This is an optimization exercise on Yosys and OpenROAD, whose aim is small area, a short achievable clock period and few clock cycles, not a production implementation.
No run shown here included a check of the RTL's function; only the layout flow was run.
Power figures rest on the tool's default switching activity, not on a simulated workload.

==> flow/design.v (outline; a module is shown in full before it is edited, if it fits) <==
// module mac_dot: 1487 lines
// module mac_fa: 4 lines
// module mac_ha: 4 lines
// module mac_hai: 4 lines
// module mac_top: 94 lines
module mac_top (
    input  logic         CLK,
    input  logic         RSTN,
    input  logic [11:0]  mnt_i,        
    input  logic         start_i,
    output logic         done_o,
    output logic [3:0]   w_rd_o,       
    input  logic [63:0]  w_rdata_i,    
    output logic [3:0]   i_rd_o,       
    input  logic [63:0]  i_rdata_i,    
    output logic [68:0]  o_wr_o        
);
  // ...
==> flow/flow/run.sh <==
#!/bin/bash
# The standard layout with two changes:
#  - the smallest buffer on every port (repair_timing upsizes the ones on
#    critical paths)
#  - a clock tree of fewer, larger leaf clusters and no dummy loads
bash standard.sh \
  "BUFFER_PORTS_ARGS=-buffer_cell sky130_fd_sc_hd__buf_1" \
  "CTS_ARGS=-sink_clustering_enable -sink_clustering_size 24 -sink_clustering_max_diameter 80 -buf_list {sky130_fd_sc_hd__clkbuf_8 sky130_fd_sc_hd__clkbuf_16} -dont_use_dummy_load -repair_clock_nets" \
  finish > standard.log 2>&1
==> flow/standard.sh <==
#!/bin/bash
# synth_recipe.tcl (not shown) runs the flow's synth.tcl, then flattens the netlist and writes it again
# the make line also repeats each setting of config.mk as NAME=value (left out here)
make -C /OpenROAD-flow-scripts/flow DESIGN_CONFIG=/design/flow/config.mk WORK_HOME=/design/flow/orfs CLKGATE_MAP_FILE= SYNTH_SCRIPT=/design/flow/synth_recipe.tcl "${@:-finish}"
==> flow/config.mk <==
export PLATFORM = sky130hd
export DESIGN_NAME = mac_top
export DESIGN_NICKNAME = mac_top
export VERILOG_FILES = /design/flow/design.v
export SDC_FILE = /design/flow/constraint.sdc
export NUM_CORES = 4
export LEC_CHECK = 0
export CAP_MARGIN = 20
export CORE_MARGIN = 2
export CORE_UTILIZATION = 30
export SETUP_SLACK_MARGIN = 3.0
export SLEW_MARGIN = 20
export SYNTH_HIERARCHICAL = 1
==> flow/constraint.sdc <==
create_clock -name core_clock -period 5.5 [get_ports {CLK}]
set_input_delay 1.1000 -clock core_clock [delete_from_list [all_inputs] [get_ports {CLK}]]
set_output_delay 1.1000 -clock core_clock [all_outputs]
set_load 0.01 [all_outputs]
==> flow_summary.ini, run 1 <==
[timing]
timing.fmax_mhz = 385
finalSetupViolations = 0
rsz0062_at_grt = yes

[power_and_ir_drop]
pg_clk_uw = 917
peakVddDrop_uv = 282
power-top-group = combinational logic
seq-power_mw = 2.70
pwr_density_cell_mw_per_mm2 = 521

[worst_setup_path]
path_delay_family = adder cells
critical_path.slowest_cell = fa_2
worst_r2r_endpoint = dot_inst.s381_q1
worstPathCellList = buf_6 > and2_4 > buf_6 > nand2_4 > fa_2 > fa_2 > fa_1
crit_type = input pin to register
worstSetupPathDepth = 7

[cells_and_area]
n_clock_buffer = 13
seq_cell_count = 217
n_all_buffers = 175
fill_cells = 3897
buf_share_pct = 6.62
final_cells = 1688
final_area_sq_mm = 0.0148
sh_seq_area_pct = 30.0

[clock_tree]
clkTransAtPathRegs_ps = 90
cts_buffers = 13
cts_resized = 112

[placed_design]
gp_congestion = 0.888
placed_cell_area_sq_mm = 0.0138

[detailed_routing]
drt_first_pass_iters = 5

[global_route]
antenna_found_initial = 0
grt_pass1_wl_mm = 47.8
grt_max_degree = 49
use_met1_pct = 19.6
grt-busiest-layer = met2

[yosys]
synthMuxAreaShare_pct = 0.174
synth_xor_area_share_pct = 2.33
synth_cell_types = 57
synth_top_area_share_pct = 36.7
synth_top_family_by_area = adder cells

[status]
status = complete, no violations

[run]
drv_cap = 0
==> run 2: changes to the inputs <==
--- a/flow/design.v
+++ b/flow/design.v
@@ -853,272 +853,272 @@
     logic c678_q2;
     logic s687_q2;
     logic s695_q2;
     logic c688_q2;
     logic c696_q2;
     logic s701_q2;
     logic s704_q2;
     logic c702_q2;
-    assign pp1 = ~(x_i[0] & w_i[0] & mask_i[0]);
-    assign pp2 = ~(x_i[0] & w_i[1] & mask_i[0]);
-    assign pp3 = ~(x_i[0] & w_i[2] & mask_i[0]);
-    assign pp4 = ~(x_i[0] & w_i[3] & mask_i[0]);
-    assign pp5 = ~(x_i[0] & w_i[4] & mask_i[0]);
-    assign pp6 = ~(x_i[0] & w_i[5] & mask_i[0]);
-    assign pp7 = ~(x_i[0] & w_i[6] & mask_i[0]);
-    assign pp8 = x_i[0] & w_i[7] & mask_i[0];
-    assign pp9 = ~(x_i[1] & w_i[0] & mask_i[0]);
-    assign pp10 = ~(x_i[1] & w_i[1] & mask_i[0]);
-    assign pp11 = ~(x_i[1] & w_i[2] & mask_i[0]);
-    assign pp12 = ~(x_i[1] & w_i[3] & mask_i[0]);
-    assign pp13 = ~(x_i[1] & w_i[4] & mask_i[0]);
-    assign pp14 = ~(x_i[1] & w_i[5] & mask_i[0]);
-    assign pp15 = ~(x_i[1] & w_i[6] & mask_i[0]);
-    assign pp16 = x_i[1] & w_i[7] & mask_i[0];
-    assign pp17 = ~(x_i[2] & w_i[0] & mask_i[0]);
-    assign pp18 = ~(x_i[2] & w_i[1] & mask_i[0]);
-    assign pp19 = ~(x_i[2] & w_i[2] & mask_i[0]);
-    assign pp20 = ~(x_i[2] & w_i[3] & mask_i[0]);
-    assign pp21 = ~(x_i[2] & w_i[4] & mask_i[0]);
-    assign pp22 = ~(x_i[2] & w_i[5] & mask_i[0]);
-    assign pp23 = ~(x_i[2] & w_i[6] & mask_i[0]);
-    assign pp24 = x_i[2] & w_i[7] & mask_i[0];
-    assign pp25 = ~(x_i[3] & w_i[0] & mask_i[0]);
-    assign pp26 = ~(x_i[3] & w_i[1] & mask_i[0]);
-    assign pp27 = ~(x_i[3] & w_i[2] & mask_i[0]);
-    assign pp28 = ~(x_i[3] & w_i[3] & mask_i[0]);
-    assign pp29 = ~(x_i[3] & w_i[4] & mask_i[0]);
-    assign pp30 = ~(x_i[3] & w_i[5] & mask_i[0]);
-    assign pp31 = ~(x_i[3] & w_i[6] & mask_i[0]);
-    assign pp32 = x_i[3] & w_i[7] & mask_i[0];
-    assign pp33 = ~(x_i[4] & w_i[0] & mask_i[0]);
-    assign pp34 = ~(x_i[4] & w_i[1] & mask_i[0]);
-    assign pp35 = ~(x_i[4] & w_i[2] & mask_i[0]);
-    assign pp36 = ~(x_i[4] & w_i[3] & mask_i[0]);
-    assign pp37 = ~(x_i[4] & w_i[4] & mask_i[0]);
-    assign pp38 = ~(x_i[4] & w_i[5] & mask_i[0]);
-    assign pp39 = ~(x_i[4] & w_i[6] & mask_i[0]);
-    assign pp40 = x_i[4] & w_i[7] & mask_i[0];
-    assign pp41 = ~(x_i[5] & w_i[0] & mask_i[0]);
-    assign pp42 = ~(x_i[5] & w_i[1] & mask_i[0]);
-    assign pp43 = ~(x_i[5] & w_i[2] & mask_i[0]);
-    assign pp44 = ~(x_i[5] & w_i[3] & mask_i[0]);
-    assign pp45 = ~(x_i[5] & w_i[4] & mask_i[0]);
-    assign pp46 = ~(x_i[5] & w_i[5] & mask_i[0]);
-    assign pp47 = ~(x_i[5] & w_i[6] & mask_i[0]);
-    assign pp48 = x_i[5] & w_i[7] & mask_i[0];
-    assign pp49 = ~(x_i[6] & w_i[0] & mask_i[0]);
-    assign pp50 = ~(x_i[6] & w_i[1] & mask_i[0]);
-    assign pp51 = ~(x_i[6] & w_i[2] & mask_i[0]);
-    assign pp52 = ~(x_i[6] & w_i[3] & mask_i[0]);
-    assign pp53 = ~(x_i[6] & w_i[4] & mask_i[0]);
-    assign pp54 = ~(x_i[6] & w_i[5] & mask_i[0]);
-    assign pp55 = ~(x_i[6] & w_i[6] & mask_i[0]);
-    assign pp56 = x_i[6] & w_i[7] & mask_i[0];
-    assign pp57 = x_i[7] & w_i[0] & mask_i[0];
-    assign pp58 = x_i[7] & w_i[1] & mask_i[0];
-    assign pp59 = x_i[7] & w_i[2] & mask_i[0];
-    assign pp60 = x_i[7] & w_i[3] & mask_i[0];
-    assign pp61 = x_i[7] & w_i[4] & mask_i[0];
-    assign pp62 = x_i[7] & w_i[5] & mask_i[0];
-    assign pp63 = x_i[7] & w_i[6] & mask_i[0];
-    assign pp64 = ~(x_i[7] & w_i[7] & mask_i[0]);
-    assign pp65 = ~(x_i[8] & w_i[8] & mask_i[1]);
-    assign pp66 = ~(x_i[8] & w_i[9] & mask_i[1]);
-    assign pp67 = ~(x_i[8] & w_i[10] & mask_i[1]);
-    assign pp68 = ~(x_i[8] & w_i[11] & mask_i[1]);
-    assign pp69 = ~(x_i[8] & w_i[12] & mask_i[1]);
-    assign pp70 = ~(x_i[8] & w_i[13] & mask_i[1]);
-    assign pp71 = ~(x_i[8] & w_i[14] & mask_i[1]);
-    assign pp72 = x_i[8] & w_i[15] & mask_i[1];
-    assign pp73 = ~(x_i[9] & w_i[8] & mask_i[1]);
-    assign pp74 = ~(x_i[9] & w_i[9] & mask_i[1]);
-    assign pp75 = ~(x_i[9] & w_i[10] & mask_i[1]);
-    assign pp76 = ~(x_i[9] & w_i[11] & mask_i[1]);
-    assign pp77 = ~(x_i[9] & w_i[12] & mask_i[1]);
-    assign pp78 = ~(x_i[9] & w_i[13] & mask_i[1]);
-    assign pp79 = ~(x_i[9] & w_i[14] & mask_i[1]);
-    assign pp80 = x_i[9] & w_i[15] & mask_i[1];
-    assign pp81 = ~(x_i[10] & w_i[8] & mask_i[1]);
-    assign pp82 = ~(x_i[10] & w_i[9] & mask_i[1]);
-    assign pp83 = ~(x_i[10] & w_i[10] & mask_i[1]);
-    assign pp84 = ~(x_i[10] & w_i[11] & mask_i[1]);
-    assign pp85 = ~(x_i[10] & w_i[12] & mask_i[1]);
-    assign pp86 = ~(x_i[10] & w_i[13] & mask_i[1]);
-    assign pp87 = ~(x_i[10] & w_i[14] & mask_i[1]);
-    assign pp88 = x_i[10] & w_i[15] & mask_i[1];
-    assign pp89 = ~(x_i[11] & w_i[8] & mask_i[1]);
-    assign pp90 = ~(x_i[11] & w_i[9] & mask_i[1]);
-    assign pp91 = ~(x_i[11] & w_i[10] & mask_i[1]);
-    assign pp92 = ~(x_i[11] & w_i[11] & mask_i[1]);
-    assign pp93 = ~(x_i[11] & w_i[12] & mask_i[1]);
-    assign pp94 = ~(x_i[11] & w_i[13] & mask_i[1]);
-    assign pp95 = ~(x_i[11] & w_i[14] & mask_i[1]);
-    assign pp96 = x_i[11] & w_i[15] & mask_i[1];
-    assign pp97 = ~(x_i[12] & w_i[8] & mask_i[1]);
-    assign pp98 = ~(x_i[12] & w_i[9] & mask_i[1]);
-    assign pp99 = ~(x_i[12] & w_i[10] & mask_i[1]);
-    assign pp100 = ~(x_i[12] & w_i[11] & mask_i[1]);
-    assign pp101 = ~(x_i[12] & w_i[12] & mask_i[1]);
-    assign pp102 = ~(x_i[12] & w_i[13] & mask_i[1]);
-    assign pp103 = ~(x_i[12] & w_i[14] & mask_i[1]);
-    assign pp104 = x_i[12] & w_i[15] & mask_i[1];
-    assign pp105 = ~(x_i[13] & w_i[8] & mask_i[1]);
-    assign pp106 = ~(x_i[13] & w_i[9] & mask_i[1]);
-    assign pp107 = ~(x_i[13] & w_i[10] & mask_i[1]);
-    assign pp108 = ~(x_i[13] & w_i[11] & mask_i[1]);
-    assign pp109 = ~(x_i[13] & w_i[12] & mask_i[1]);
-    assign pp110 = ~(x_i[13] & w_i[13] & mask_i[1]);
-    assign pp111 = ~(x_i[13] & w_i[14] & mask_i[1]);
-    assign pp112 = x_i[13] & w_i[15] & mask_i[1];
-    assign pp113 = ~(x_i[14] & w_i[8] & mask_i[1]);
-    assign pp114 = ~(x_i[14] & w_i[9] & mask_i[1]);
-    assign pp115 = ~(x_i[14] & w_i[10] & mask_i[1]);
-    assign pp116 = ~(x_i[14] & w_i[11] & mask_i[1]);
-    assign pp117 = ~(x_i[14] & w_i[12] & mask_i[1]);
-    assign pp118 = ~(x_i[14] & w_i[13] & mask_i[1]);
-    assign pp119 = ~(x_i[14] & w_i[14] & mask_i[1]);
-    assign pp120 = x_i[14] & w_i[15] & mask_i[1];
-    assign pp121 = x_i[15] & w_i[8] & mask_i[1];
-    assign pp122 = x_i[15] & w_i[9] & mask_i[1];
-    assign pp123 = x_i[15] & w_i[10] & mask_i[1];
-    assign pp124 = x_i[15] & w_i[11] & mask_i[1];
-    assign pp125 = x_i[15] & w_i[12] & mask_i[1];
-    assign pp126 = x_i[15] & w_i[13] & mask_i[1];
-    assign pp127 = x_i[15] & w_i[14] & mask_i[1];
-    assign pp128 = ~(x_i[15] & w_i[15] & mask_i[1]);
-    assign pp129 = ~(x_i[16] & w_i[16] & mask_i[2]);
-    assign pp130 = ~(x_i[16] & w_i[17] & mask_i[2]);
-    assign pp131 = ~(x_i[16] & w_i[18] & mask_i[2]);
-    assign pp132 = ~(x_i[16] & w_i[19] & mask_i[2]);
-    assign pp133 = ~(x_i[16] & w_i[20] & mask_i[2]);
-    assign pp134 = ~(x_i[16] & w_i[21] & mask_i[2]);
-    assign pp135 = ~(x_i[16] & w_i[22] & mask_i[2]);
-    assign pp136 = x_i[16] & w_i[23] & mask_i[2];
-    assign pp137 = ~(x_i[17] & w_i[16] & mask_i[2]);
-    assign pp138 = ~(x_i[17] & w_i[17] & mask_i[2]);
-    assign pp139 = ~(x_i[17] & w_i[18] & mask_i[2]);
-    assign pp140 = ~(x_i[17] & w_i[19] & mask_i[2]);
-    assign pp141 = ~(x_i[17] & w_i[20] & mask_i[2]);
-    assign pp142 = ~(x_i[17] & w_i[21] & mask_i[2]);
-    assign pp143 = ~(x_i[17] & w_i[22] & mask_i[2]);
-    assign pp144 = x_i[17] & w_i[23] & mask_i[2];
-    assign pp145 = ~(x_i[18] & w_i[16] & mask_i[2]);
-    assign pp146 = ~(x_i[18] & w_i[17] & mask_i[2]);
-    assign pp147 = ~(x_i[18] & w_i[18] & mask_i[2]);
-    assign pp148 = ~(x_i[18] & w_i[19] & mask_i[2]);
-    assign pp149 = ~(x_i[18] & w_i[20] & mask_i[2]);
-    assign pp150 = ~(x_i[18] & w_i[21] & mask_i[2]);
-    assign pp151 = ~(x_i[18] & w_i[22] & mask_i[2]);
-    assign pp152 = x_i[18] & w_i[23] & mask_i[2];
-    assign pp153 = ~(x_i[19] & w_i[16] & mask_i[2]);
-    assign pp154 = ~(x_i[19] & w_i[17] & mask_i[2]);
-    assign pp155 = ~(x_i[19] & w_i[18] & mask_i[2]);
-    assign pp156 = ~(x_i[19] & w_i[19] & mask_i[2]);
-    assign pp157 = ~(x_i[19] & w_i[20] & mask_i[2]);
-    assign pp158 = ~(x_i[19] & w_i[21] & mask_i[2]);
-    assign pp159 = ~(x_i[19] & w_i[22] & mask_i[2]);
-    assign pp160 = x_i[19] & w_i[23] & mask_i[2];
-    assign pp161 = ~(x_i[20] & w_i[16] & mask_i[2]);
-    assign pp162 = ~(x_i[20] & w_i[17] & mask_i[2]);
-    assign pp163 = ~(x_i[20] & w_i[18] & mask_i[2]);
-    assign pp164 = ~(x_i[20] & w_i[19] & mask_i[2]);
-    assign pp165 = ~(x_i[20] & w_i[20] & mask_i[2]);
-    assign pp166 = ~(x_i[20] & w_i[21] & mask_i[2]);
-    assign pp167 = ~(x_i[20] & w_i[22] & mask_i[2]);
-    assign pp168 = x_i[20] & w_i[23] & mask_i[2];
-    assign pp169 = ~(x_i[21] & w_i[16] & mask_i[2]);
-    assign pp170 = ~(x_i[21] & w_i[17] & mask_i[2]);
-    assign pp171 = ~(x_i[21] & w_i[18] & mask_i[2]);
-    assign pp172 = ~(x_i[21] & w_i[19] & mask_i[2]);
-    assign pp173 = ~(x_i[21] & w_i[20] & mask_i[2]);
-    assign pp174 = ~(x_i[21] & w_i[21] & mask_i[2]);
-    assign pp175 = ~(x_i[21] & w_i[22] & mask_i[2]);
-    assign pp176 = x_i[21] & w_i[23] & mask_i[2];
-    assign pp177 = ~(x_i[22] & w_i[16] & mask_i[2]);
-    assign pp178 = ~(x_i[22] & w_i[17] & mask_i[2]);
-    assign pp179 = ~(x_i[22] & w_i[18] & mask_i[2]);
-    assign pp180 = ~(x_i[22] & w_i[19] & mask_i[2]);
-    assign pp181 = ~(x_i[22] & w_i[20] & mask_i[2]);
-    assign pp182 = ~(x_i[22] & w_i[21] & mask_i[2]);
-    assign pp183 = ~(x_i[22] & w_i[22] & mask_i[2]);
-    assign pp184 = x_i[22] & w_i[23] & mask_i[2];
-    assign pp185 = x_i[23] & w_i[16] & mask_i[2];
-    assign pp186 = x_i[23] & w_i[17] & mask_i[2];
-    assign pp187 = x_i[23] & w_i[18] & mask_i[2];
-    assign pp188 = x_i[23] & w_i[19] & mask_i[2];
-    assign pp189 = x_i[23] & w_i[20] & mask_i[2];
-    assign pp190 = x_i[23] & w_i[21] & mask_i[2];
-    assign pp191 = x_i[23] & w_i[22] & mask_i[2];
-    assign pp192 = ~(x_i[23] & w_i[23] & mask_i[2]);
-    assign pp193 = ~(x_i[24] & w_i[24] & mask_i[3]);
-    assign pp194 = ~(x_i[24] & w_i[25] & mask_i[3]);
-    assign pp195 = ~(x_i[24] & w_i[26] & mask_i[3]);
-    assign pp196 = ~(x_i[24] & w_i[27] & mask_i[3]);
-    assign pp197 = ~(x_i[24] & w_i[28] & mask_i[3]);
-    assign pp198 = ~(x_i[24] & w_i[29] & mask_i[3]);
-    assign pp199 = ~(x_i[24] & w_i[30] & mask_i[3]);
-    assign pp200 = x_i[24] & w_i[31] & mask_i[3];
-    assign pp201 = ~(x_i[25] & w_i[24] & mask_i[3]);
-    assign pp202 = ~(x_i[25] & w_i[25] & mask_i[3]);
-    assign pp203 = ~(x_i[25] & w_i[26] & mask_i[3]);
-    assign pp204 = ~(x_i[25] & w_i[27] & mask_i[3]);
-    assign pp205 = ~(x_i[25] & w_i[28] & mask_i[3]);
-    assign pp206 = ~(x_i[25] & w_i[29] & mask_i[3]);
-    assign pp207 = ~(x_i[25] & w_i[30] & mask_i[3]);
-    assign pp208 = x_i[25] & w_i[31] & mask_i[3];
-    assign pp209 = ~(x_i[26] & w_i[24] & mask_i[3]);
-    assign pp210 = ~(x_i[26] & w_i[25] & mask_i[3]);
-    assign pp211 = ~(x_i[26] & w_i[26] & mask_i[3]);
-    assign pp212 = ~(x_i[26] & w_i[27] & mask_i[3]);
-    assign pp213 = ~(x_i[26] & w_i[28] & mask_i[3]);
-    assign pp214 = ~(x_i[26] & w_i[29] & mask_i[3]);
-    assign pp215 = ~(x_i[26] & w_i[30] & mask_i[3]);
-    assign pp216 = x_i[26] & w_i[31] & mask_i[3];
-    assign pp217 = ~(x_i[27] & w_i[24] & mask_i[3]);
-    assign pp218 = ~(x_i[27] & w_i[25] & mask_i[3]);
-    assign pp219 = ~(x_i[27] & w_i[26] & mask_i[3]);
-    assign pp220 = ~(x_i[27] & w_i[27] & mask_i[3]);
-    assign pp221 = ~(x_i[27] & w_i[28] & mask_i[3]);
-    assign pp222 = ~(x_i[27] & w_i[29] & mask_i[3]);
-    assign pp223 = ~(x_i[27] & w_i[30] & mask_i[3]);
-    assign pp224 = x_i[27] & w_i[31] & mask_i[3];
-    assign pp225 = ~(x_i[28] & w_i[24] & mask_i[3]);
-    assign pp226 = ~(x_i[28] & w_i[25] & mask_i[3]);
-    assign pp227 = ~(x_i[28] & w_i[26] & mask_i[3]);
-    assign pp228 = ~(x_i[28] & w_i[27] & mask_i[3]);
-    assign pp229 = ~(x_i[28] & w_i[28] & mask_i[3]);
-    assign pp230 = ~(x_i[28] & w_i[29] & mask_i[3]);
-    assign pp231 = ~(x_i[28] & w_i[30] & mask_i[3]);
-    assign pp232 = x_i[28] & w_i[31] & mask_i[3];
-    assign pp233 = ~(x_i[29] & w_i[24] & mask_i[3]);
-    assign pp234 = ~(x_i[29] & w_i[25] & mask_i[3]);
-    assign pp235 = ~(x_i[29] & w_i[26] & mask_i[3]);
-    assign pp236 = ~(x_i[29] & w_i[27] & mask_i[3]);
-    assign pp237 = ~(x_i[29] & w_i[28] & mask_i[3]);
-    assign pp238 = ~(x_i[29] & w_i[29] & mask_i[3]);
-    assign pp239 = ~(x_i[29] & w_i[30] & mask_i[3]);
-    assign pp240 = x_i[29] & w_i[31] & mask_i[3];
-    assign pp241 = ~(x_i[30] & w_i[24] & mask_i[3]);
-    assign pp242 = ~(x_i[30] & w_i[25] & mask_i[3]);
-    assign pp243 = ~(x_i[30] & w_i[26] & mask_i[3]);
-    assign pp244 = ~(x_i[30] & w_i[27] & mask_i[3]);
-    assign pp245 = ~(x_i[30] & w_i[28] & mask_i[3]);
-    assign pp246 = ~(x_i[30] & w_i[29] & mask_i[3]);
-    assign pp247 = ~(x_i[30] & w_i[30] & mask_i[3]);
-    assign pp248 = x_i[30] & w_i[31] & mask_i[3];
-    assign pp249 = x_i[31] & w_i[24] & mask_i[3];
-    assign pp250 = x_i[31] & w_i[25] & mask_i[3];
-    assign pp251 = x_i[31] & w_i[26] & mask_i[3];
-    assign pp252 = x_i[31] & w_i[27] & mask_i[3];
-    assign pp253 = x_i[31] & w_i[28] & mask_i[3];
-    assign pp254 = x_i[31] & w_i[29] & mask_i[3];
-    assign pp255 = x_i[31] & w_i[30] & mask_i[3];
-    assign pp256 = ~(x_i[31] & w_i[31] & mask_i[3]);
+    mac_ppn u_pp1 (.a(x_i[0]), .b(w_i[0]), .m(mask_i[0]), .p(pp1));
+    mac_ppn u_pp2 (.a(x_i[0]), .b(w_i[1]), .m(mask_i[0]), .p(pp2));
+    mac_ppn u_pp3 (.a(x_i[0]), .b(w_i[2]), .m(mask_i[0]), .p(pp3));
+    mac_ppn u_pp4 (.a(x_i[0]), .b(w_i[3]), .m(mask_i[0]), .p(pp4));
+    mac_ppn u_pp5 (.a(x_i[0]), .b(w_i[4]), .m(mask_i[0]), .p(pp5));
+    mac_ppn u_pp6 (.a(x_i[0]), .b(w_i[5]), .m(mask_i[0]), .p(pp6));
+    mac_ppn u_pp7 (.a(x_i[0]), .b(w_i[6]), .m(mask_i[0]), .p(pp7));
+    mac_ppa u_pp8 (.a(x_i[0]), .b(w_i[7]), .m(mask_i[0]), .p(pp8));
+    mac_ppn u_pp9 (.a(x_i[1]), .b(w_i[0]), .m(mask_i[0]), .p(pp9));
+    mac_ppn u_pp10 (.a(x_i[1]), .b(w_i[1]), .m(mask_i[0]), .p(pp10));
+    mac_ppn u_pp11 (.a(x_i[1]), .b(w_i[2]), .m(mask_i[0]), .p(pp11));
+    mac_ppn u_pp12 (.a(x_i[1]), .b(w_i[3]), .m(mask_i[0]), .p(pp12));
+    mac_ppn u_pp13 (.a(x_i[1]), .b(w_i[4]), .m(mask_i[0]), .p(pp13));
+    mac_ppn u_pp14 (.a(x_i[1]), .b(w_i[5]), .m(mask_i[0]), .p(pp14));
+    mac_ppn u_pp15 (.a(x_i[1]), .b(w_i[6]), .m(mask_i[0]), .p(pp15));
+    mac_ppa u_pp16 (.a(x_i[1]), .b(w_i[7]), .m(mask_i[0]), .p(pp16));
+    mac_ppn u_pp17 (.a(x_i[2]), .b(w_i[0]), .m(mask_i[0]), .p(pp17));
+    mac_ppn u_pp18 (.a(x_i[2]), .b(w_i[1]), .m(mask_i[0]), .p(pp18));
+    mac_ppn u_pp19 (.a(x_i[2]), .b(w_i[2]), .m(mask_i[0]), .p(pp19));
+    mac_ppn u_pp20 (.a(x_i[2]), .b(w_i[3]), .m(mask_i[0]), .p(pp20));
+    mac_ppn u_pp21 (.a(x_i[2]), .b(w_i[4]), .m(mask_i[0]), .p(pp21));
+    mac_ppn u_pp22 (.a(x_i[2]), .b(w_i[5]), .m(mask_i[0]), .p(pp22));
+    mac_ppn u_pp23 (.a(x_i[2]), .b(w_i[6]), .m(mask_i[0]), .p(pp23));
+    mac_ppa u_pp24 (.a(x_i[2]), .b(w_i[7]), .m(mask_i[0]), .p(pp24));
+    mac_ppn u_pp25 (.a(x_i[3]), .b(w_i[0]), .m(mask_i[0]), .p(pp25));
+    mac_ppn u_pp26 (.a(x_i[3]), .b(w_i[1]), .m(mask_i[0]), .p(pp26));
+    mac_ppn u_pp27 (.a(x_i[3]), .b(w_i[2]), .m(mask_i[0]), .p(pp27));
+    mac_ppn u_pp28 (.a(x_i[3]), .b(w_i[3]), .m(mask_i[0]), .p(pp28));
+    mac_ppn u_pp29 (.a(x_i[3]), .b(w_i[4]), .m(mask_i[0]), .p(pp29));
+    mac_ppn u_pp30 (.a(x_i[3]), .b(w_i[5]), .m(mask_i[0]), .p(pp30));
+    mac_ppn u_pp31 (.a(x_i[3]), .b(w_i[6]), .m(mask_i[0]), .p(pp31));
+    mac_ppa u_pp32 (.a(x_i[3]), .b(w_i[7]), .m(mask_i[0]), .p(pp32));
+    mac_ppn u_pp33 (.a(x_i[4]), .b(w_i[0]), .m(mask_i[0]), .p(pp33));
+    mac_ppn u_pp34 (.a(x_i[4]), .b(w_i[1]), .m(mask_i[0]), .p(pp34));
+    mac_ppn u_pp35 (.a(x_i[4]), .b(w_i[2]), .m(mask_i[0]), .p(pp35));
+    mac_ppn u_pp36 (.a(x_i[4]), .b(w_i[3]), .m(mask_i[0]), .p(pp36));
+    mac_ppn u_pp37 (.a(x_i[4]), .b(w_i[4]), .m(mask_i[0]), .p(pp37));
+    mac_ppn u_pp38 (.a(x_i[4]), .b(w_i[5]), .m(mask_i[0]), .p(pp38));
+    mac_ppn u_pp39 (.a(x_i[4]), .b(w_i[6]), .m(mask_i[0]), .p(pp39));
+    mac_ppa u_pp40 (.a(x_i[4]), .b(w_i[7]), .m(mask_i[0]), .p(pp40));
+    mac_ppn u_pp41 (.a(x_i[5]), .b(w_i[0]), .m(mask_i[0]), .p(pp41));
+    mac_ppn u_pp42 (.a(x_i[5]), .b(w_i[1]), .m(mask_i[0]), .p(pp42));
+    mac_ppn u_pp43 (.a(x_i[5]), .b(w_i[2]), .m(mask_i[0]), .p(pp43));
+    mac_ppn u_pp44 (.a(x_i[5]), .b(w_i[3]), .m(mask_i[0]), .p(pp44));
+    mac_ppn u_pp45 (.a(x_i[5]), .b(w_i[4]), .m(mask_i[0]), .p(pp45));
+    mac_ppn u_pp46 (.a(x_i[5]), .b(w_i[5]), .m(mask_i[0]), .p(pp46));
+    mac_ppn u_pp47 (.a(x_i[5]), .b(w_i[6]), .m(mask_i[0]), .p(pp47));
+    mac_ppa u_pp48 (.a(x_i[5]), .b(w_i[7]), .m(mask_i[0]), .p(pp48));
+    mac_ppn u_pp49 (.a(x_i[6]), .b(w_i[0]), .m(mask_i[0]), .p(pp49));
+    mac_ppn u_pp50 (.a(x_i[6]), .b(w_i[1]), .m(mask_i[0]), .p(pp50));
+    mac_ppn u_pp51 (.a(x_i[6]), .b(w_i[2]), .m(mask_i[0]), .p(pp51));
+    mac_ppn u_pp52 (.a(x_i[6]), .b(w_i[3]), .m(mask_i[0]), .p(pp52));
+    mac_ppn u_pp53 (.a(x_i[6]), .b(w_i[4]), .m(mask_i[0]), .p(pp53));
+    mac_ppn u_pp54 (.a(x_i[6]), .b(w_i[5]), .m(mask_i[0]), .p(pp54));
+    mac_ppn u_pp55 (.a(x_i[6]), .b(w_i[6]), .m(mask_i[0]), .p(pp55));
+    mac_ppa u_pp56 (.a(x_i[6]), .b(w_i[7]), .m(mask_i[0]), .p(pp56));
+    mac_ppa u_pp57 (.a(x_i[7]), .b(w_i[0]), .m(mask_i[0]), .p(pp57));
+    mac_ppa u_pp58 (.a(x_i[7]), .b(w_i[1]), .m(mask_i[0]), .p(pp58));
+    mac_ppa u_pp59 (.a(x_i[7]), .b(w_i[2]), .m(mask_i[0]), .p(pp59));
+    mac_ppa u_pp60 (.a(x_i[7]), .b(w_i[3]), .m(mask_i[0]), .p(pp60));
+    mac_ppa u_pp61 (.a(x_i[7]), .b(w_i[4]), .m(mask_i[0]), .p(pp61));
+    mac_ppa u_pp62 (.a(x_i[7]), .b(w_i[5]), .m(mask_i[0]), .p(pp62));
+    mac_ppa u_pp63 (.a(x_i[7]), .b(w_i[6]), .m(mask_i[0]), .p(pp63));
+    mac_ppn u_pp64 (.a(x_i[7]), .b(w_i[7]), .m(mask_i[0]), .p(pp64));
+    mac_ppn u_pp65 (.a(x_i[8]), .b(w_i[8]), .m(mask_i[1]), .p(pp65));
+    mac_ppn u_pp66 (.a(x_i[8]), .b(w_i[9]), .m(mask_i[1]), .p(pp66));
+    mac_ppn u_pp67 (.a(x_i[8]), .b(w_i[10]), .m(mask_i[1]), .p(pp67));
+    mac_ppn u_pp68 (.a(x_i[8]), .b(w_i[11]), .m(mask_i[1]), .p(pp68));
+    mac_ppn u_pp69 (.a(x_i[8]), .b(w_i[12]), .m(mask_i[1]), .p(pp69));
+    mac_ppn u_pp70 (.a(x_i[8]), .b(w_i[13]), .m(mask_i[1]), .p(pp70));
+    mac_ppn u_pp71 (.a(x_i[8]), .b(w_i[14]), .m(mask_i[1]), .p(pp71));
+    mac_ppa u_pp72 (.a(x_i[8]), .b(w_i[15]), .m(mask_i[1]), .p(pp72));
+    mac_ppn u_pp73 (.a(x_i[9]), .b(w_i[8]), .m(mask_i[1]), .p(pp73));
+    mac_ppn u_pp74 (.a(x_i[9]), .b(w_i[9]), .m(mask_i[1]), .p(pp74));
+    mac_ppn u_pp75 (.a(x_i[9]), .b(w_i[10]), .m(mask_i[1]), .p(pp75));
+    mac_ppn u_pp76 (.a(x_i[9]), .b(w_i[11]), .m(mask_i[1]), .p(pp76));
+    mac_ppn u_pp77 (.a(x_i[9]), .b(w_i[12]), .m(mask_i[1]), .p(pp77));
+    mac_ppn u_pp78 (.a(x_i[9]), .b(w_i[13]), .m(mask_i[1]), .p(pp78));
+    mac_ppn u_pp79 (.a(x_i[9]), .b(w_i[14]), .m(mask_i[1]), .p(pp79));
+    mac_ppa u_pp80 (.a(x_i[9]), .b(w_i[15]), .m(mask_i[1]), .p(pp80));
+    mac_ppn u_pp81 (.a(x_i[10]), .b(w_i[8]), .m(mask_i[1]), .p(pp81));
+    mac_ppn u_pp82 (.a(x_i[10]), .b(w_i[9]), .m(mask_i[1]), .p(pp82));
+    mac_ppn u_pp83 (.a(x_i[10]), .b(w_i[10]), .m(mask_i[1]), .p(pp83));
+    mac_ppn u_pp84 (.a(x_i[10]), .b(w_i[11]), .m(mask_i[1]), .p(pp84));
+    mac_ppn u_pp85 (.a(x_i[10]), .b(w_i[12]), .m(mask_i[1]), .p(pp85));
+    mac_ppn u_pp86 (.a(x_i[10]), .b(w_i[13]), .m(mask_i[1]), .p(pp86));
+    mac_ppn u_pp87 (.a(x_i[10]), .b(w_i[14]), .m(mask_i[1]), .p(pp87));
+    mac_ppa u_pp88 (.a(x_i[10]), .b(w_i[15]), .m(mask_i[1]), .p(pp88));
+    mac_ppn u_pp89 (.a(x_i[11]), .b(w_i[8]), .m(mask_i[1]), .p(pp89));
+    mac_ppn u_pp90 (.a(x_i[11]), .b(w_i[9]), .m(mask_i[1]), .p(pp90));
+    mac_ppn u_pp91 (.a(x_i[11]), .b(w_i[10]), .m(mask_i[1]), .p(pp91));
+    mac_ppn u_pp92 (.a(x_i[11]), .b(w_i[11]), .m(mask_i[1]), .p(pp92));
+    mac_ppn u_pp93 (.a(x_i[11]), .b(w_i[12]), .m(mask_i[1]), .p(pp93));
+    mac_ppn u_pp94 (.a(x_i[11]), .b(w_i[13]), .m(mask_i[1]), .p(pp94));
+    mac_ppn u_pp95 (.a(x_i[11]), .b(w_i[14]), .m(mask_i[1]), .p(pp95));
+    mac_ppa u_pp96 (.a(x_i[11]), .b(w_i[15]), .m(mask_i[1]), .p(pp96));
+    mac_ppn u_pp97 (.a(x_i[12]), .b(w_i[8]), .m(mask_i[1]), .p(pp97));
+    mac_ppn u_pp98 (.a(x_i[12]), .b(w_i[9]), .m(mask_i[1]), .p(pp98));
+    mac_ppn u_pp99 (.a(x_i[12]), .b(w_i[10]), .m(mask_i[1]), .p(pp99));
+    mac_ppn u_pp100 (.a(x_i[12]), .b(w_i[11]), .m(mask_i[1]), .p(pp100));
+    mac_ppn u_pp101 (.a(x_i[12]), .b(w_i[12]), .m(mask_i[1]), .p(pp101));
+    mac_ppn u_pp102 (.a(x_i[12]), .b(w_i[13]), .m(mask_i[1]), .p(pp102));
+    mac_ppn u_pp103 (.a(x_i[12]), .b(w_i[14]), .m(mask_i[1]), .p(pp103));
+    mac_ppa u_pp104 (.a(x_i[12]), .b(w_i[15]), .m(mask_i[1]), .p(pp104));
+    mac_ppn u_pp105 (.a(x_i[13]), .b(w_i[8]), .m(mask_i[1]), .p(pp105));
+    mac_ppn u_pp106 (.a(x_i[13]), .b(w_i[9]), .m(mask_i[1]), .p(pp106));
+    mac_ppn u_pp107 (.a(x_i[13]), .b(w_i[10]), .m(mask_i[1]), .p(pp107));
+    mac_ppn u_pp108 (.a(x_i[13]), .b(w_i[11]), .m(mask_i[1]), .p(pp108));
+    mac_ppn u_pp109 (.a(x_i[13]), .b(w_i[12]), .m(mask_i[1]), .p(pp109));
+    mac_ppn u_pp110 (.a(x_i[13]), .b(w_i[13]), .m(mask_i[1]), .p(pp110));
+    mac_ppn u_pp111 (.a(x_i[13]), .b(w_i[14]), .m(mask_i[1]), .p(pp111));
+    mac_ppa u_pp112 (.a(x_i[13]), .b(w_i[15]), .m(mask_i[1]), .p(pp112));
+    mac_ppn u_pp113 (.a(x_i[14]), .b(w_i[8]), .m(mask_i[1]), .p(pp113));
+    mac_ppn u_pp114 (.a(x_i[14]), .b(w_i[9]), .m(mask_i[1]), .p(pp114));
+    mac_ppn u_pp115 (.a(x_i[14]), .b(w_i[10]), .m(mask_i[1]), .p(pp115));
+    mac_ppn u_pp116 (.a(x_i[14]), .b(w_i[11]), .m(mask_i[1]), .p(pp116));
+    mac_ppn u_pp117 (.a(x_i[14]), .b(w_i[12]), .m(mask_i[1]), .p(pp117));
+    mac_ppn u_pp118 (.a(x_i[14]), .b(w_i[13]), .m(mask_i[1]), .p(pp118));
+    mac_ppn u_pp119 (.a(x_i[14]), .b(w_i[14]), .m(mask_i[1]), .p(pp119));
+    mac_ppa u_pp120 (.a(x_i[14]), .b(w_i[15]), .m(mask_i[1]), .p(pp120));
+    mac_ppa u_pp121 (.a(x_i[15]), .b(w_i[8]), .m(mask_i[1]), .p(pp121));
+    mac_ppa u_pp122 (.a(x_i[15]), .b(w_i[9]), .m(mask_i[1]), .p(pp122));
+    mac_ppa u_pp123 (.a(x_i[15]), .b(w_i[10]), .m(mask_i[1]), .p(pp123));
+    mac_ppa u_pp124 (.a(x_i[15]), .b(w_i[11]), .m(mask_i[1]), .p(pp124));
+    mac_ppa u_pp125 (.a(x_i[15]), .b(w_i[12]), .m(mask_i[1]), .p(pp125));
+    mac_ppa u_pp126 (.a(x_i[15]), .b(w_i[13]), .m(mask_i[1]), .p(pp126));
+    mac_ppa u_pp127 (.a(x_i[15]), .b(w_i[14]), .m(mask_i[1]), .p(pp127));
+    mac_ppn u_pp128 (.a(x_i[15]), .b(w_i[15]), .m(mask_i[1]), .p(pp128));
+    mac_ppn u_pp129 (.a(x_i[16]), .b(w_i[16]), .m(mask_i[2]), .p(pp129));
+    mac_ppn u_pp130 (.a(x_i[16]), .b(w_i[17]), .m(mask_i[2]), .p(pp130));
+    mac_ppn u_pp131 (.a(x_i[16]), .b(w_i[18]), .m(mask_i[2]), .p(pp131));
+    mac_ppn u_pp132 (.a(x_i[16]), .b(w_i[19]), .m(mask_i[2]), .p(pp132));
+    mac_ppn u_pp133 (.a(x_i[16]), .b(w_i[20]), .m(mask_i[2]), .p(pp133));
+    mac_ppn u_pp134 (.a(x_i[16]), .b(w_i[21]), .m(mask_i[2]), .p(pp134));
+    mac_ppn u_pp135 (.a(x_i[16]), .b(w_i[22]), .m(mask_i[2]), .p(pp135));
+    mac_ppa u_pp136 (.a(x_i[16]), .b(w_i[23]), .m(mask_i[2]), .p(pp136));
+    mac_ppn u_pp137 (.a(x_i[17]), .b(w_i[16]), .m(mask_i[2]), .p(pp137));
+    mac_ppn u_pp138 (.a(x_i[17]), .b(w_i[17]), .m(mask_i[2]), .p(pp138));
+    mac_ppn u_pp139 (.a(x_i[17]), .b(w_i[18]), .m(mask_i[2]), .p(pp139));
+    mac_ppn u_pp140 (.a(x_i[17]), .b(w_i[19]), .m(mask_i[2]), .p(pp140));
+    mac_ppn u_pp141 (.a(x_i[17]), .b(w_i[20]), .m(mask_i[2]), .p(pp141));
+    mac_ppn u_pp142 (.a(x_i[17]), .b(w_i[21]), .m(mask_i[2]), .p(pp142));
+    mac_ppn u_pp143 (.a(x_i[17]), .b(w_i[22]), .m(mask_i[2]), .p(pp143));
+    mac_ppa u_pp144 (.a(x_i[17]), .b(w_i[23]), .m(mask_i[2]), .p(pp144));
+    mac_ppn u_pp145 (.a(x_i[18]), .b(w_i[16]), .m(mask_i[2]), .p(pp145));
+    mac_ppn u_pp146 (.a(x_i[18]), .b(w_i[17]), .m(mask_i[2]), .p(pp146));
+    mac_ppn u_pp147 (.a(x_i[18]), .b(w_i[18]), .m(mask_i[2]), .p(pp147));
+    mac_ppn u_pp148 (.a(x_i[18]), .b(w_i[19]), .m(mask_i[2]), .p(pp148));
+    mac_ppn u_pp149 (.a(x_i[18]), .b(w_i[20]), .m(mask_i[2]), .p(pp149));
+    mac_ppn u_pp150 (.a(x_i[18]), .b(w_i[21]), .m(mask_i[2]), .p(pp150));
+    mac_ppn u_pp151 (.a(x_i[18]), .b(w_i[22]), .m(mask_i[2]), .p(pp151));
+    mac_ppa u_pp152 (.a(x_i[18]), .b(w_i[23]), .m(mask_i[2]), .p(pp152));
+    mac_ppn u_pp153 (.a(x_i[19]), .b(w_i[16]), .m(mask_i[2]), .p(pp153));
+    mac_ppn u_pp154 (.a(x_i[19]), .b(w_i[17]), .m(mask_i[2]), .p(pp154));
+    mac_ppn u_pp155 (.a(x_i[19]), .b(w_i[18]), .m(mask_i[2]), .p(pp155));
+    mac_ppn u_pp156 (.a(x_i[19]), .b(w_i[19]), .m(mask_i[2]), .p(pp156));
+    mac_ppn u_pp157 (.a(x_i[19]), .b(w_i[20]), .m(mask_i[2]), .p(pp157));
+    mac_ppn u_pp158 (.a(x_i[19]), .b(w_i[21]), .m(mask_i[2]), .p(pp158));
+    mac_ppn u_pp159 (.a(x_i[19]), .b(w_i[22]), .m(mask_i[2]), .p(pp159));
+    mac_ppa u_pp160 (.a(x_i[19]), .b(w_i[23]), .m(mask_i[2]), .p(pp160));
+    mac_ppn u_pp161 (.a(x_i[20]), .b(w_i[16]), .m(mask_i[2]), .p(pp161));
+    mac_ppn u_pp162 (.a(x_i[20]), .b(w_i[17]), .m(mask_i[2]), .p(pp162));
+    mac_ppn u_pp163 (.a(x_i[20]), .b(w_i[18]), .m(mask_i[2]), .p(pp163));
+    mac_ppn u_pp164 (.a(x_i[20]), .b(w_i[19]), .m(mask_i[2]), .p(pp164));
+    mac_ppn u_pp165 (.a(x_i[20]), .b(w_i[20]), .m(mask_i[2]), .p(pp165));
+    mac_ppn u_pp166 (.a(x_i[20]), .b(w_i[21]), .m(mask_i[2]), .p(pp166));
+    mac_ppn u_pp167 (.a(x_i[20]), .b(w_i[22]), .m(mask_i[2]), .p(pp167));
+    mac_ppa u_pp168 (.a(x_i[20]), .b(w_i[23]), .m(mask_i[2]), .p(pp168));
+    mac_ppn u_pp169 (.a(x_i[21]), .b(w_i[16]), .m(mask_i[2]), .p(pp169));
+    mac_ppn u_pp170 (.a(x_i[21]), .b(w_i[17]), .m(mask_i[2]), .p(pp170));
+    mac_ppn u_pp171 (.a(x_i[21]), .b(w_i[18]), .m(mask_i[2]), .p(pp171));
+    mac_ppn u_pp172 (.a(x_i[21]), .b(w_i[19]), .m(mask_i[2]), .p(pp172));
+    mac_ppn u_pp173 (.a(x_i[21]), .b(w_i[20]), .m(mask_i[2]), .p(pp173));
+    mac_ppn u_pp174 (.a(x_i[21]), .b(w_i[21]), .m(mask_i[2]), .p(pp174));
+    mac_ppn u_pp175 (.a(x_i[21]), .b(w_i[22]), .m(mask_i[2]), .p(pp175));
+    mac_ppa u_pp176 (.a(x_i[21]), .b(w_i[23]), .m(mask_i[2]), .p(pp176));
+    mac_ppn u_pp177 (.a(x_i[22]), .b(w_i[16]), .m(mask_i[2]), .p(pp177));
+    mac_ppn u_pp178 (.a(x_i[22]), .b(w_i[17]), .m(mask_i[2]), .p(pp178));
+    mac_ppn u_pp179 (.a(x_i[22]), .b(w_i[18]), .m(mask_i[2]), .p(pp179));
+    mac_ppn u_pp180 (.a(x_i[22]), .b(w_i[19]), .m(mask_i[2]), .p(pp180));
+    mac_ppn u_pp181 (.a(x_i[22]), .b(w_i[20]), .m(mask_i[2]), .p(pp181));
+    mac_ppn u_pp182 (.a(x_i[22]), .b(w_i[21]), .m(mask_i[2]), .p(pp182));
+    mac_ppn u_pp183 (.a(x_i[22]), .b(w_i[22]), .m(mask_i[2]), .p(pp183));
+    mac_ppa u_pp184 (.a(x_i[22]), .b(w_i[23]), .m(mask_i[2]), .p(pp184));
+    mac_ppa u_pp185 (.a(x_i[23]), .b(w_i[16]), .m(mask_i[2]), .p(pp185));
+    mac_ppa u_pp186 (.a(x_i[23]), .b(w_i[17]), .m(mask_i[2]), .p(pp186));
+    mac_ppa u_pp187 (.a(x_i[23]), .b(w_i[18]), .m(mask_i[2]), .p(pp187));
+    mac_ppa u_pp188 (.a(x_i[23]), .b(w_i[19]), .m(mask_i[2]), .p(pp188));
+    mac_ppa u_pp189 (.a(x_i[23]), .b(w_i[20]), .m(mask_i[2]), .p(pp189));
+    mac_ppa u_pp190 (.a(x_i[23]), .b(w_i[21]), .m(mask_i[2]), .p(pp190));
+    mac_ppa u_pp191 (.a(x_i[23]), .b(w_i[22]), .m(mask_i[2]), .p(pp191));
+    mac_ppn u_pp192 (.a(x_i[23]), .b(w_i[23]), .m(mask_i[2]), .p(pp192));
+    mac_ppn u_pp193 (.a(x_i[24]), .b(w_i[24]), .m(mask_i[3]), .p(pp193));
+    mac_ppn u_pp194 (.a(x_i[24]), .b(w_i[25]), .m(mask_i[3]), .p(pp194));
+    mac_ppn u_pp195 (.a(x_i[24]), .b(w_i[26]), .m(mask_i[3]), .p(pp195));
+    mac_ppn u_pp196 (.a(x_i[24]), .b(w_i[27]), .m(mask_i[3]), .p(pp196));
+    mac_ppn u_pp197 (.a(x_i[24]), .b(w_i[28]), .m(mask_i[3]), .p(pp197));
+    mac_ppn u_pp198 (.a(x_i[24]), .b(w_i[29]), .m(mask_i[3]), .p(pp198));
+    mac_ppn u_pp199 (.a(x_i[24]), .b(w_i[30]), .m(mask_i[3]), .p(pp199));
+    mac_ppa u_pp200 (.a(x_i[24]), .b(w_i[31]), .m(mask_i[3]), .p(pp200));
+    mac_ppn u_pp201 (.a(x_i[25]), .b(w_i[24]), .m(mask_i[3]), .p(pp201));
+    mac_ppn u_pp202 (.a(x_i[25]), .b(w_i[25]), .m(mask_i[3]), .p(pp202));
+    mac_ppn u_pp203 (.a(x_i[25]), .b(w_i[26]), .m(mask_i[3]), .p(pp203));
+    mac_ppn u_pp204 (.a(x_i[25]), .b(w_i[27]), .m(mask_i[3]), .p(pp204));
+    mac_ppn u_pp205 (.a(x_i[25]), .b(w_i[28]), .m(mask_i[3]), .p(pp205));
+    mac_ppn u_pp206 (.a(x_i[25]), .b(w_i[29]), .m(mask_i[3]), .p(pp206));
+    mac_ppn u_pp207 (.a(x_i[25]), .b(w_i[30]), .m(mask_i[3]), .p(pp207));
+    mac_ppa u_pp208 (.a(x_i[25]), .b(w_i[31]), .m(mask_i[3]), .p(pp208));
+    mac_ppn u_pp209 (.a(x_i[26]), .b(w_i[24]), .m(mask_i[3]), .p(pp209));
+    mac_ppn u_pp210 (.a(x_i[26]), .b(w_i[25]), .m(mask_i[3]), .p(pp210));
+    mac_ppn u_pp211 (.a(x_i[26]), .b(w_i[26]), .m(mask_i[3]), .p(pp211));
+    mac_ppn u_pp212 (.a(x_i[26]), .b(w_i[27]), .m(mask_i[3]), .p(pp212));
+    mac_ppn u_pp213 (.a(x_i[26]), .b(w_i[28]), .m(mask_i[3]), .p(pp213));
+    mac_ppn u_pp214 (.a(x_i[26]), .b(w_i[29]), .m(mask_i[3]), .p(pp214));
+    mac_ppn u_pp215 (.a(x_i[26]), .b(w_i[30]), .m(mask_i[3]), .p(pp215));
+    mac_ppa u_pp216 (.a(x_i[26]), .b(w_i[31]), .m(mask_i[3]), .p(pp216));
+    mac_ppn u_pp217 (.a(x_i[27]), .b(w_i[24]), .m(mask_i[3]), .p(pp217));
+    mac_ppn u_pp218 (.a(x_i[27]), .b(w_i[25]), .m(mask_i[3]), .p(pp218));
+    mac_ppn u_pp219 (.a(x_i[27]), .b(w_i[26]), .m(mask_i[3]), .p(pp219));
+    mac_ppn u_pp220 (.a(x_i[27]), .b(w_i[27]), .m(mask_i[3]), .p(pp220));
+    mac_ppn u_pp221 (.a(x_i[27]), .b(w_i[28]), .m(mask_i[3]), .p(pp221));
+    mac_ppn u_pp222 (.a(x_i[27]), .b(w_i[29]), .m(mask_i[3]), .p(pp222));
+    mac_ppn u_pp223 (.a(x_i[27]), .b(w_i[30]), .m(mask_i[3]), .p(pp223));
+    mac_ppa u_pp224 (.a(x_i[27]), .b(w_i[31]), .m(mask_i[3]), .p(pp224));
+    mac_ppn u_pp225 (.a(x_i[28]), .b(w_i[24]), .m(mask_i[3]), .p(pp225));
+    mac_ppn u_pp226 (.a(x_i[28]), .b(w_i[25]), .m(mask_i[3]), .p(pp226));
+    mac_ppn u_pp227 (.a(x_i[28]), .b(w_i[26]), .m(mask_i[3]), .p(pp227));
+    mac_ppn u_pp228 (.a(x_i[28]), .b(w_i[27]), .m(mask_i[3]), .p(pp228));
+    mac_ppn u_pp229 (.a(x_i[28]), .b(w_i[28]), .m(mask_i[3]), .p(pp229));
+    mac_ppn u_pp230 (.a(x_i[28]), .b(w_i[29]), .m(mask_i[3]), .p(pp230));
+    mac_ppn u_pp231 (.a(x_i[28]), .b(w_i[30]), .m(mask_i[3]), .p(pp231));
+    mac_ppa u_pp232 (.a(x_i[28]), .b(w_i[31]), .m(mask_i[3]), .p(pp232));
+    mac_ppn u_pp233 (.a(x_i[29]), .b(w_i[24]), .m(mask_i[3]), .p(pp233));
+    mac_ppn u_pp234 (.a(x_i[29]), .b(w_i[25]), .m(mask_i[3]), .p(pp234));
+    mac_ppn u_pp235 (.a(x_i[29]), .b(w_i[26]), .m(mask_i[3]), .p(pp235));
+    mac_ppn u_pp236 (.a(x_i[29]), .b(w_i[27]), .m(mask_i[3]), .p(pp236));
+    mac_ppn u_pp237 (.a(x_i[29]), .b(w_i[28]), .m(mask_i[3]), .p(pp237));
+    mac_ppn u_pp238 (.a(x_i[29]), .b(w_i[29]), .m(mask_i[3]), .p(pp238));
+    mac_ppn u_pp239 (.a(x_i[29]), .b(w_i[30]), .m(mask_i[3]), .p(pp239));
+    mac_ppa u_pp240 (.a(x_i[29]), .b(w_i[31]), .m(mask_i[3]), .p(pp240));
+    mac_ppn u_pp241 (.a(x_i[30]), .b(w_i[24]), .m(mask_i[3]), .p(pp241));
+    mac_ppn u_pp242 (.a(x_i[30]), .b(w_i[25]), .m(mask_i[3]), .p(pp242));
+    mac_ppn u_pp243 (.a(x_i[30]), .b(w_i[26]), .m(mask_i[3]), .p(pp243));
+    mac_ppn u_pp244 (.a(x_i[30]), .b(w_i[27]), .m(mask_i[3]), .p(pp244));
+    mac_ppn u_pp245 (.a(x_i[30]), .b(w_i[28]), .m(mask_i[3]), .p(pp245));
+    mac_ppn u_pp246 (.a(x_i[30]), .b(w_i[29]), .m(mask_i[3]), .p(pp246));
+    mac_ppn u_pp247 (.a(x_i[30]), .b(w_i[30]), .m(mask_i[3]), .p(pp247));
+    mac_ppa u_pp248 (.a(x_i[30]), .b(w_i[31]), .m(mask_i[3]), .p(pp248));
+    mac_ppa u_pp249 (.a(x_i[31]), .b(w_i[24]), .m(mask_i[3]), .p(pp249));
+    mac_ppa u_pp250 (.a(x_i[31]), .b(w_i[25]), .m(mask_i[3]), .p(pp250));
+    mac_ppa u_pp251 (.a(x_i[31]), .b(w_i[26]), .m(mask_i[3]), .p(pp251));
+    mac_ppa u_pp252 (.a(x_i[31]), .b(w_i[27]), .m(mask_i[3]), .p(pp252));
+    mac_ppa u_pp253 (.a(x_i[31]), .b(w_i[28]), .m(mask_i[3]), .p(pp253));
+    mac_ppa u_pp254 (.a(x_i[31]), .b(w_i[29]), .m(mask_i[3]), .p(pp254));
+    mac_ppa u_pp255 (.a(x_i[31]), .b(w_i[30]), .m(mask_i[3]), .p(pp255));
+    mac_ppn u_pp256 (.a(x_i[31]), .b(w_i[31]), .m(mask_i[3]), .p(pp256));
     mac_fa u_s257 (.a(pp1), .b(pp129), .c(pp193), .s(s257), .co(c258));
     mac_fa u_s259 (.a(pp130), .b(pp137), .c(pp194), .s(s259), .co(c260));
     mac_fa u_s261 (.a(pp2), .b(pp201), .c(pp66), .s(s261), .co(c262));
     mac_fa u_s263 (.a(pp73), .b(pp9), .c(c258), .s(s263), .co(c264));
     mac_hai u_s265 (.a(s259), .b(s261), .s(s265), .co(c266));
     mac_fa u_s267 (.a(pp10), .b(pp131), .c(pp138), .s(s267), .co(c268));
     mac_fa u_s269 (.a(pp145), .b(pp17), .c(pp195), .s(s269), .co(c270));
     mac_fa u_s271 (.a(pp202), .b(pp209), .c(pp3), .s(s271), .co(c272));
@@ -1493,16 +1493,22 @@
 module mac_ha (input logic a, b, output logic s, co);
     assign s  = a ^ b;
     assign co = a & b;
 endmodule
 module mac_hai (input logic a, b, output logic s, co);
     assign s  = ~(a ^ b);
     assign co = a | b;
 endmodule
+module mac_ppn (input logic a, b, m, output logic p);
+    assign p = ~(a & b & m);
+endmodule
+module mac_ppa (input logic a, b, m, output logic p);
+    assign p = a & b & m;
+endmodule
 `timescale 1ns/10ps
 module mac_top (
     input  logic         CLK,
     input  logic         RSTN,
     input  logic [11:0]  mnt_i,        
     input  logic         start_i,
     output logic         done_o,
     output logic [3:0]   w_rd_o,       
==> run 2 against run 1 <==
  * Still clean
  * Core utilization fell by 0.43 points
  * Clock skew rose by 14 ps
  * Worst hold slack is essentially flat
  * Critical path depth decreased by 2
  * Synthesized cell count is 8.6% lower
  * Sequential share of layout area up 0.46 points
==> flow_summary.ini, run 2 <==
[timing]
finalMaxSlewViolations = 0
finalSetupViolations = 0
timing.fmax_mhz = 398
final.setup.tns_ps = 0
rsz0062_at_grt = yes
relSlewSlack_pct = 43.3
clock_skew_ps = 46.7
holdWs_ps = 332
timing.final.crit_share_pct = 45.7
final_hold_viol_count = 0
period_needed_ps = 2510
max_slew.worst_pin.slew_ps = 851

[worst_setup_path]
cpPeakStageDelay_ps = 490
critPathMaxFanout = 8
cp.required_ps = 5870
worst_r2r_endpoint = dot_inst.s459_q1
worstPathCellList = buf_2 > and3_1 > fa_2 > fa_2 > fa_1
rr_startpoint = mask_q[1]
rrSetupSlack_ps = 3040
end_kind = register
cpMostUsedCell = fa_2
critPathLaunchType = input pin
rr_worst_depth = 5
crit_type = input pin to register
critical_path.slowest_cell = fa_1
arrival_ps = 2880

[floorplan]
coreArea_sq_mm = 0.0397
die_h_um = 204
rows = 73
ios = 221
fp.dieW_um = 204
start_util_pct = 30.3
dieArea_sq_mm = 0.0418

[yosys]
syn_area_sq_mm = 0.0121
avgSynthCellArea_sq_um = 12.5
yosysWarnings = 8
ys_ff_latch = 217
synth.most_common_cell = fa_1
seq_area_frac_synth_pct = 36.6
synthTopCellsByArea = fa_1, dfxtp_1, nand3_1
synth_cell_types = 56
synth_edf_count = 0
synthArstFlopShare_pct = 5.53
synth_top_area_cell = fa_1
synth_cells = 962
synth_top_area_share_pct = 37.2
synth_common_cells = fa_1, nand3_1, dfxtp_1, and3_1, nor2b_1
synthFlopType = dfxtp_1

[power_and_ir_drop]
swShare_pct = 39.8
pwr-share-seq_pct = 34.2
pwr_density_cell_mw_per_mm2 = 543
comb_power_share_pct = 52.3
peakVddDrop_uv = 306
p_leak_nw = 5.40
p_sw_mw = 3.14
p_int_mw = 4.74
clkPwrFrac_pct = 13.5

[global_route]
grt_max_degree = 65
grt_pass1_wl_mm = 49.5
antenna_found_initial = 0
first_global_vias = 8454
gr-total-overflow = 0
gr-usage-all-layers_pct = 15.5

[worst_hold_path]
min-delay-start = first_q[0]
hold_depth = 0
min_to = first_q[1]
hp-class = register to register

[cells_and_area]
seq_area_sq_mm = 0.00442
final_common_cell = dfxtp_1
syn_to_final_growth_pct = 20.4
most-common-layout-cells = dfxtp_1, nand3_1, fa_1
fin_nets = 1516
top_register = acc_q
antenna_cells = 0
largest_reg_flops = 64
drive_above_1_share_pct = 22.5
reg_top3 = acc_q: 64 flops, mask_q: 4 flops
multi_input_area_sq_mm = 0.00792
fill_cells = 3909

[clock_tree]
clock_latency_ps = 490
cts_root_buf = clkbuf_16
cts_tree = yes
h-tree-depth = 1
cts_hold_buf = 0
clkTransAtPathRegs_ps = 80
cts_num_sinks = 217
cts.path.max_buffers = 3
cts_buffers = 17

[detailed_routing]
drt_first_pass_iters = 5
remaining_drc_errors = 0
vias = 8111
avgRoutedWirePerCell_um = 19.6
vias_per_cell = 4.92
drtIter0Drc = 600
ant_nets = 0
wirelength_mm = 32.3

[placed_design]
port_buffers = 150
hpwlAfterDp_mm = 25.2
gp_congestion = 0.866

[run]
drv_cap = 0

[status]
status = complete, no violations
==> run 2: changes by cell type in the layout (fill, tap and decap cells not counted), moves of 28 or more <==
cell / delta
nand3_1: +169
nand2_1: -103
nand2_2: -60
fa_1: +38
fa_2: -38
nand2_4: -32
and2_4: -28
==> run 2: metrics by stage <==
stage | instances | instance area [sq um] | power, mW | util (%) | worst slack (ps)
after CTS | 1645 | 14300 | 7.96 | 35.9 | 2970
after detailed placement | 1627 | 13600 | 6.85 | 34.2 | 2070
after global placement | 1627 | 13600 | 6.77 | 34.2 | 2070
final | 1648 | 14500 | 7.88 | 36.5 | 2990
after global routing | 1648 | 14500 | 8.71 | 36.5 | 2980
after floorplan | 964 | 12400 | 5.51 | - | 2790
==> run 2: worst max-delay path, delay by kind of cell <==
kind | cells | cell delay [ps]
fa+ha+maj | 3 | 1380
buf+inv | 1 | 190
simple gates | 1 | 210
==> run 2: per-layer routing <==
metal / GRT usage, % / routed length (um) / up-vias
li1: - / - / 3551
met1: 22.0 / 14200 / 4057
met2: 24.1 / 14200 / 429
met3: 3.03 / 2900 / 74
met4: 3.93 / 943 / 0
met5: 0 / 0 / -
==> run 2: layout make-up <==
cell class	instances	share of cell area (%)
Sequential cell	217	30.4
Multi-Input combinational cell	694	54.6
Timing Repair Buffer	157	6.53
Clock buffer	17	2.93
Tap cell	525	4.53
Inverter	38	0.983
==> run 2: Yosys stat by module (local to each module, per instance) <==
module   copies in the design  area [sq um]  cells inside  flops+latches
mac_fa                    223          20.0             1              0
mac_dot                     1          3330           225            131
mac_ppn                   200          5.00             1              0
mac_top                     1          2710           222             86
mac_ppa                    56          6.26             1              0
mac_ha                      1          12.5             1              0
mac_hai                     7          27.5             5              0
==> run 2: power by group through the flow <==
stage	Combinational (mW)	Clock (mW)	Sequential, mW
4_1_cts	4.13	1.11	2.72
5_1_grt	4.75	1.17	2.79
3_3_place_gp	4.04	0	2.73
6_report	4.12	1.06	2.70
3_5_place_dp	4.10	0	2.75
2_1_floorplan	2.75	0	2.76
==> run 2: cell families (layout without fill, tap and decap cells) <==
kind of cell,after synthesis,count (layout),share of synthesized area (%)
simple gates,363,363,16.6
mux,3,3,0.259
flops,217,217,36.6
other cells,2,4,0.0623
xor+xnor,30,30,2.36
buf+inv,53,212,1.84
compound gates,46,46,2.68
fa+ha+maj,248,248,39.7
==> run 2: worst max path at each step <==
stage | from | end | slack (ps) | depth (start not counted)
2_1_floorplan | i_rdata_i[42] | dot_inst.s421_q1 | 2790 | 4
3_3_place_gp | w_rdata_i[60] | dot_inst.s381_q1 | 2070 | 5
3_5_place_dp | w_rdata_i[60] | dot_inst.s381_q1 | 2070 | 5
4_1_cts | w_rdata_i[45] | dot_inst.s381_q1 | 2970 | 5
5_1_grt | w_rdata_i[60] | dot_inst.s381_q1 | 2980 | 5
6_report | w_rdata_i[41] | dot_inst.s491_q1 | 2990 | 5
==> run 2: timing repair <==
action / in CTS / in global routing
cloned: 0 / 1
endpoints found under the setup margin: 58 / 26
buffers inserted: 1 / 2
pin swaps: 3 / 13
resized for setup: 115 / 56

## separate check: timing with driven ports
How much do the figures lean on ideal ports? The routed layouts below were timed once more, with nothing changed but the port constraints.
Step 1 sets driving cells, clkbuf_16 on the clock port and buf_2 on the other inputs (assumed; they add their load-dependent delay and slew).
Step 2 adds t to the input delays and takes it off the output delays; t is the mean of the earliest and latest rising clock arrival at the registers after step 1. Input paths then give back, and output paths get back, about the clock's delay inside the block.
Three values: ideal ports, drivers, drivers and shift; two values: the first two.
| run | t, ns | slack for setup (ns) | pins driven straight from the clock port |
|---|---|---|---|
| run 1 | 0.519 | 2.904 / 2.916 / 2.397 | 1 |
| run 2 | 0.508 | 2.988 / 3.000 / 2.492 | 1 |
After both steps setup and hold are still met in every run listed. The setup slack of run 1, which loses most, moves by +0.012 ns with the drivers and by -0.507 ns with both steps.
